Source: an optimization exercise on an open RTL-to-GDS flow (aim: small area, a short achievable clock period and few clock cycles per item). Production flows keep margins and buffers that such runs may drop.
Where RTL was checked, it was by simulation tests only, not by an equivalence proof against the original.

Design risc14Exec, start of the top module:
module risc14Exec
(
	input wire logic Clock_not,
	input wire logic rstN,
	input wire logic psel,
	input wire logic penable,
	input wire logic pwrite,
	input wire logic [8-1:0] paddr,
	input wire logic [32-1:0] pwdata,
	output logic [32-1:0] prdata,
	output logic pready,
	output logic pslverr
);
==> flow/config.mk <==
export PLATFORM = sky130hd
export DESIGN_NAME = risc14Exec
export DESIGN_NICKNAME = risc14Exec
export VERILOG_FILES = /design/flow/design.v
export SDC_FILE = /design/flow/constraint.sdc
export NUM_CORES = 4
export LEC_CHECK = 0
export ABC_AREA = 1
export CAP_MARGIN = 20
export CORE_MARGIN = 2
export CORE_UTILIZATION = 50
export SETUP_SLACK_MARGIN = 5.0
export SLEW_MARGIN = 20
export TNS_END_PERCENT = 5
==> flow/constraint.sdc <==
create_clock -name core_clock -period 7.5 [get_ports {Clock_not}]
set_input_delay 1.5000 -clock core_clock [delete_from_list [all_inputs] [get_ports {Clock_not}]]
set_output_delay 1.5000 -clock core_clock [all_outputs]
set_load 0.01 [all_outputs]
standard.sh (not shown) runs the stock make flow with config.mk's settings and CLKGATE_MAP_FILE= SYNTH_SCRIPT=/design/flow/synth_recipe.tcl, a recipe that flattens the netlist after the stock synthesis.
==> flow/flow/run.sh <==
#!/bin/bash
# Standard layout, with the port buffers made from plain buffers instead of
# the cell buffer_ports picks by default (often a delay cell).
set -e
cp standard.sh standard.sh.txt 2>/dev/null || true
export BUFFER_PORTS_ARGS="-buffer_cell sky130_fd_sc_hd__buf_4"
bash standard.sh > standard.log 2>&1
Testbench counts at the start, summed over its fixed seeds: cycles 19,530, transfers 9,600.
Change:
--- a/flow/design.v
+++ b/flow/design.v
@@ -285,45 +285,33 @@
 		endcase
 	end
 	assign instrExec = isInstr & pwrite & opcLegal;
 	assign hostWrite = isReg & pwrite;
 	assign isMul = (opc == 6'h09);
 	logic [14-1:0] mulSum, mulCarry;
 	mulTree mulUnit (.a(opA), .b(opB), .sumRow(mulSum), .carryRow(mulCarry));
 	logic readA, writeA, selSr, keepB, immB;
-	logic [3:0] loA, hiA, loB, hiB;
-	logic [14-1:0] grpA [0:3];
-	logic [14-1:0] grpB [0:3];
+	logic [16-1:0] selA, selB;
 	logic [14-1:0] portB, nextA, nextB;
 	assign readA = ~mulBusy & ~pwrite;
 	assign writeA = ~mulBusy & pwrite;
 	assign selSr = ~mulBusy & ~pwrite & isStatus;
 	assign keepB = ~mulBusy & ~hostWrite & ~useImm;
 	assign immB = ~mulBusy & (hostWrite | useImm);
 	always_comb begin
-		for (int l = 0; l < 4; l++) begin
-			loA[l] = (readA & isReg & (wordIdx[1:0] == l))
-				| (writeA & (pwdata[4+1:4] == l));
-			hiA[l] = pwrite ? (pwdata[7:7-1] == l) : (wordIdx[3:2] == l);
-			loB[l] = (pwdata[0+1:0] == l);
-			hiB[l] = (pwdata[3:3-1] == l);
-		end
 		nextA = ({14{mulBusy}} & mulSum)
 			| ({14{selSr}} & {{(14-12){1'b0}}, statusReg});
 		portB = '0;
-		for (int h = 0; h < 4; h++) begin
-			grpA[h] = '0;
-			grpB[h] = '0;
-			for (int l = 0; l < 4; l++) begin
-				grpA[h] = grpA[h] | ({14{loA[l]}} & regFile[4*h+l]);
-				grpB[h] = grpB[h] | ({14{loB[l]}} & regFile[4*h+l]);
-			end
-			nextA = nextA | ({14{hiA[h]}} & grpA[h]);
-			portB = portB | ({14{hiB[h]}} & grpB[h]);
+		for (int i = 0; i < 16; i++) begin
+			selA[i] = (readA & isReg & (wordIdx[4-1:0] == i))
+				| (writeA & (pwdata[7:4] == i));
+			selB[i] = (pwdata[3:0] == i);
+			nextA = nextA | ({14{selA[i]}} & regFile[i]);
+			portB = portB | ({14{selB[i]}} & regFile[i]);
 		end
 		nextB = ({14{mulBusy}} & mulCarry)
 			| ({14{keepB}} & portB)
 			| ({14{~mulBusy & hostWrite}} & pwdata[14-1:0])
 			| ({14{immB}}
 				& {{(14-4){1'b0}}, pwdata[3:0]});
 	end
 	always_ff @(posedge Clock_not) begin
@@ -368,27 +356,21 @@
 	logic [14-1:0] result, otherRes;
 	assign otherRes = ({14{selProp}} & prop)
 		| ({14{selGen}} & gen)
 		| ({14{selShr}} & shrOut[13:0])
 		| ({14{selRotl}} & rotl[27:14])
 		| ({14{selNot}} & ~opA)
 		| ({14{selCpy}} & opB);
 	assign result = ({14{selAdd}} & addRes) | otherRes;
-	logic [14-1:0] zCarry;
-	logic zLoAdd, zHiAdd;
-	assign zCarry = {opA[12:7] | bx[12:7], isVec ? isSub : (opA[6] | bx[6]),
-		opA[5:0] | bx[5:0], isSub};
-	assign zLoAdd = (prop[6:0] == zCarry[6:0]);
-	assign zHiAdd = (prop[13:7] == zCarry[13:7]);
 	logic zLo, zHi;
 	logic flagC, flagV, loC, loV;
 	logic wrCV, wrNZ, wrLane;
-	assign zLo = (zLoAdd | ~selAdd) & (otherRes[6:0] == '0);
-	assign zHi = (zHiAdd | ~selAdd) & (otherRes[13:7] == '0);
+	assign zLo = (result[6:0] == '0);
+	assign zHi = (result[13:7] == '0);
 	assign flagC = sum[16] ^ isSub;
 	assign flagV = (opA[13] == bx[13]) & (addRes[13] != opA[13]);
 	assign loC = sum[8] ^ isSub;
 	assign loV = (opA[6] == bx[6]) & (addRes[6] != opA[6]);
 	assign wrCV = commit & (kOp == K_ADD);
 	assign wrNZ = commit & ((kOp == K_ADD) | (kOp == K_MULF) | (kOp == K_NOT)
 		| (kOp == K_AND) | (kOp == K_OR) | (kOp == K_XOR));
 	assign wrLane = commit & isVec;
Effect:
- The changed run passed the timing, design-rule and antenna checks
- first-iteration DRC count grows by 15%
- critical path depth shrinks by 1
- fmax grows by about 2%
- via count grows by 0.90%
- setup slack improved by 55 ps
- global-route usage shrinks by 0.61 points
- design area grows by about 3.3%
- worst hold slack got worse by 11 ps
- routed wire length grows by about 0.5%
- sequential share of layout area shrinks by 1.1 points
For the second run of this note, only the layout was checked, not whether the RTL still works.

-- static timing again, ports no longer ideal --
The results above use ideal ports. As a check the final layouts listed here were re-extracted and re-timed, cells and wires unchanged.
Step 1 sets driving cells, clkbuf_16 on the clock port and buf_2 on the other inputs (assumed; they add their load-dependent delay and slew).
Step 2, shift: input delay + t, output delay - t, t = (earliest + latest rising clock arrival at the registers) / 2. This alone moves slack from input paths to output paths.
a / b / c = ideal ports / drivers / drivers and shift; a / b = the first two.
run | t, ns | setup slack, ns | worst slew at a driven data input, ns
the first run | 0.637 | 4.540 / 4.542 / 3.933 | 0.08
the second run | 0.613 | 4.596 / 4.596 / 4.014 | 0.08
After both steps setup and hold are still met in every run listed. The setup slack of the first run, which loses most, moves by +0.002 ns with the drivers and by -0.607 ns with both steps.
